Source: an optimization exercise on an open RTL-to-GDS flow (aim: small area and a short achievable clock period). Production flows keep margins and buffers that such runs may drop.
Function was checked by simulation only, so behaviour that the tests miss may differ from the original.
No activity file was given, so power comes from the tool's default toggle rates.

==> flow/design.v (excerpt) <==
module lfsr_trng_core #(
    parameter int              n          = 32,
    parameter int              DATA_WIDTH = 32,
    parameter int              ADDR_WIDTH = 32,
    parameter int              RAM_DEPTH  = 100,
    parameter logic [DATA_WIDTH-1:0] LFSR_TAPS = lfsr_trng_core_pkg::LFSR_TAPS_DEFAULT,
    parameter logic [DATA_WIDTH-1:0] LFSR_SEED = lfsr_trng_core_pkg::LFSR_SEED_DEFAULT
) (
    input  logic                  clk,
    input  logic                  rst,
    input  logic                  request,
    input  logic                  we_i,
    input  logic                  rd_i,
    input  logic [ADDR_WIDTH-1:0] addr_i,
    output logic [DATA_WIDTH-1:0] rnd,
    output logic [DATA_WIDTH-1:0] data_o,
    output logic [n-1:0]          count
);
Size: roughly 3300 flip-flops, roughly 130 I/O pins, ~0.12 mm² of cells after synthesis.
==> flow/config.mk <==
export PLATFORM = sky130hd
export DESIGN_NAME = lfsr_trng_core
export DESIGN_NICKNAME = lfsr_trng_core
export VERILOG_FILES = /design/flow/design.v
export SDC_FILE = /design/flow/constraint.sdc
export NUM_CORES = 4
export LEC_CHECK = 0
export CAP_MARGIN = 5
export CORE_MARGIN = 2
export CORE_UTILIZATION = 55
export CTS_CLUSTER_DIAMETER = 80
export CTS_CLUSTER_SIZE = 20
export SETUP_SLACK_MARGIN = 1.8
export SLEW_MARGIN = 5
export SYNTH_HIERARCHICAL = 1
==> flow/constraint.sdc <==
create_clock -name core_clock -period 4.0 [get_ports {clk}]
set_input_delay 0.8000 -clock core_clock [delete_from_list [all_inputs] [get_ports {clk}]]
set_output_delay 0.8000 -clock core_clock [all_outputs]
set_load 0.01 [all_outputs]
standard.sh (not shown) runs the stock make flow with config.mk's settings and CLKGATE_MAP_FILE= SYNTH_SCRIPT=/design/flow/synth_recipe.tcl, a recipe that flattens the netlist after the stock synthesis.
==> flow/flow/run.sh <==
#!/bin/bash
# The standard layout, with the resizer allowed to change a cell's drive
# strength during timing repair (the platform otherwise only swaps cells of
# the same footprint, which in sky130hd means no resizing at all).
set -euo pipefail
bash standard.sh MATCH_CELL_FOOTPRINT=0 finish > flow_make.log 2>&1
The first run ran to the end with no violations.
==> next run, changes <==
==> flow/run.sh (new file) <==
#!/bin/bash
# synth_recipe.tcl (not shown) runs the flow's synth.tcl, then flattens the netlist and writes it again
# the make line also repeats each setting of config.mk as NAME=value (left out here)
make -C /OpenROAD-flow-scripts/flow DESIGN_CONFIG=/design/flow/config.mk WORK_HOME=/design/flow/orfs CLKGATE_MAP_FILE= SYNTH_SCRIPT=/design/flow/synth_recipe.tcl finish
--- a/flow/config.mk
+++ b/flow/config.mk
@@ -12,3 +12,3 @@
 export CTS_CLUSTER_SIZE = 20
-export SETUP_SLACK_MARGIN = 1.8
+export SETUP_SLACK_MARGIN = 1.5
 export SLEW_MARGIN = 5
removed: flow/flow/run.sh
removed: flow/standard.sh
Effect: Sequential power stays flat. Combinational power is lower by a few percent. Maximum frequency goes down by a few percent. Routed wire length fell by a few percent. Final cell count decreases slightly.

## job 101
lfsr_trng_core again, from the RTL that the note above started with.
// lfsr_trng_core
module lfsr_trng_core #(
    parameter int              n          = 32,
    parameter int              DATA_WIDTH = 32,
    parameter int              ADDR_WIDTH = 32,
    parameter int              RAM_DEPTH  = 100,
    parameter logic [DATA_WIDTH-1:0] LFSR_TAPS = lfsr_trng_core_pkg::LFSR_TAPS_DEFAULT,
    parameter logic [DATA_WIDTH-1:0] LFSR_SEED = lfsr_trng_core_pkg::LFSR_SEED_DEFAULT
) (
    input  logic                  clk,
    input  logic                  rst,
    input  logic                  request,
    input  logic                  we_i,
    input  logic                  rd_i,
    input  logic [ADDR_WIDTH-1:0] addr_i,
    output logic [DATA_WIDTH-1:0] rnd,
    output logic [DATA_WIDTH-1:0] data_o,
    output logic [n-1:0]          count
);
export LEC_CHECK = 0
export CAP_MARGIN = 5
export CORE_MARGIN = 2
export CORE_UTILIZATION = 60
export CTS_CLUSTER_DIAMETER = 80
export CTS_CLUSTER_SIZE = 20
export SETUP_SLACK_MARGIN = 1.9
export SLEW_MARGIN = 5
export SYNTH_HIERARCHICAL = 1
export TNS_END_PERCENT = 5
create_clock -name core_clock -period 4.0 [get_ports {clk}]
==> flow/flow/run.sh <==
#!/bin/bash
# The standard layout, with the resizer allowed to change a cell's drive
# strength during timing repair (the platform otherwise only swaps cells of
# the same footprint, which in sky130hd means no resizing at all).
set -euo pipefail
bash standard.sh MATCH_CELL_FOOTPRINT=0 finish > flow_make.log 2>&1
Job 101: full flow OK, the timing, design-rule and antenna checks passed
Input-level comparison between job 102 and job 101:
- changing CORE_UTILIZATION from 60 to 68
- changing SETUP_SLACK_MARGIN from 1.9 to 1.8
- removing TNS_END_PERCENT (formerly 5)
==> flow/run.sh (new file) <==
#!/bin/bash
# synth_recipe.tcl (not shown) runs the flow's synth.tcl, then flattens the netlist and writes it again
# the make line also repeats each setting of config.mk as NAME=value (left out here)
make -C /OpenROAD-flow-scripts/flow DESIGN_CONFIG=/design/flow/config.mk WORK_HOME=/design/flow/orfs CLKGATE_MAP_FILE= SYNTH_SCRIPT=/design/flow/synth_recipe.tcl finish
removed: flow/flow/run.sh
removed: flow/standard.sh
## What came out
- Job 102 and job 101 all finish clean.
- Floorplan die height (job 102 over job 101): decrease, 27 um
- Global-route usage was lower in job 101 than in job 102.
- Compared with job 101, job 102 shows a lower switching power.
- Sequential share of layout area in job 102 vs job 101: up 1.7 points
The following lists how job 103 was set up differently from job 102:
- CORE_UTILIZATION: 68 -> 55
## What came out
Relative to job 102, hold slack increased by 17 ps in job 103.
Looking at non-clock buffer count, job 103 sits 74 higher than job 102 does.
Job 103 vs job 102 — global-route met3 utilization dropped 3.9 points.
Between job 102 and job 103, amount of wire on met2 after detailed routing is lower for job 102, job 103 comes in above that.
The setup slack of the critical path after layout of job 103 is higher than that of job 102.
Max-slew headroom at the worst pin (higher): job 103
Job 102 has a lower post-place instance area than job 103.
When the final numbers for job 102 and job 103 were put side by side, the share of the clock period used by the worst path turned out to be greater in job 102.
Comparing job 102 and job 103, static leakage is higher on job 103.
> inputs changed (job 103 -> job 104)
- SETUP_SLACK_MARGIN changed from 1.8 to 1.9
- TNS_END_PERCENT newly set to 10
==> flow/flow/run.sh (new file) <==
#!/bin/bash
# The standard layout, with the resizer allowed to change a cell's drive
# strength during timing repair (the platform otherwise only swaps cells of
# the same footprint, which in sky130hd means no resizing at all).
set -euo pipefail
bash standard.sh MATCH_CELL_FOOTPRINT=0 finish > flow_make.log 2>&1
==> flow/standard.sh (new file) <==
#!/bin/bash
# synth_recipe.tcl (not shown) runs the flow's synth.tcl, then flattens the netlist and writes it again
# the make line also repeats each setting of config.mk as NAME=value (left out here)
make -C /OpenROAD-flow-scripts/flow DESIGN_CONFIG=/design/flow/config.mk WORK_HOME=/design/flow/orfs CLKGATE_MAP_FILE= SYNTH_SCRIPT=/design/flow/synth_recipe.tcl "${@:-finish}"
removed: flow/run.sh
--- outcome ---
Post-placement cell area across job 104 and job 103: no real change. There was hardly any difference in register-to-register slack between job 103 and job 104. Job 104 — antenna cell count 2 higher, job 103 as reference. Comparing job 103 against job 104, there is no change at all in post-synthesis instance total. On critical path depth: job 104 sits below job 103. Diff job 104..job 103 | proportion of power drawn by the clock network | negligible.

[port drivers added, routing unchanged]
No port has a modelled driver above. Below, the same layouts with a new extraction and two added sets of constraints.
Step 1 sets driving cells, clkbuf_16 on the clock port and buf_2 on the other inputs (assumed; they add their load-dependent delay and slew).
Step 2 also shifts input and output timing later by t, the mid clock arrival at the registers, as if the neighbouring blocks saw the same clock.
Three values: ideal, step 1, step 2; two values: the first two.
| run | t, ns | setup slack, ns | cell pins on the clock port's net |
|---|---|---|---|
| the first run of note 1 | 0.949 | 1.446 / 1.484 / 0.535 | 1 |
| the second run of note 1 | 0.952 | 1.386 / 1.452 / 0.501 | 1 |
| job 101 | 0.980 | 1.458 / 1.454 / 0.474 | 1 |
| job 102 | 0.963 | 1.269 / 1.325 / 0.362 | 1 |
| job 103 | 0.951 | 1.446 / 1.481 / 0.530 | 1 |
| job 104 | 0.959 | 1.486 / 1.555 / 0.596 | 1 |
After both steps every run listed still meets setup and hold. The setup slack of job 101, which loses most, moves by -0.004 ns with the drivers and by -0.984 ns with both steps.
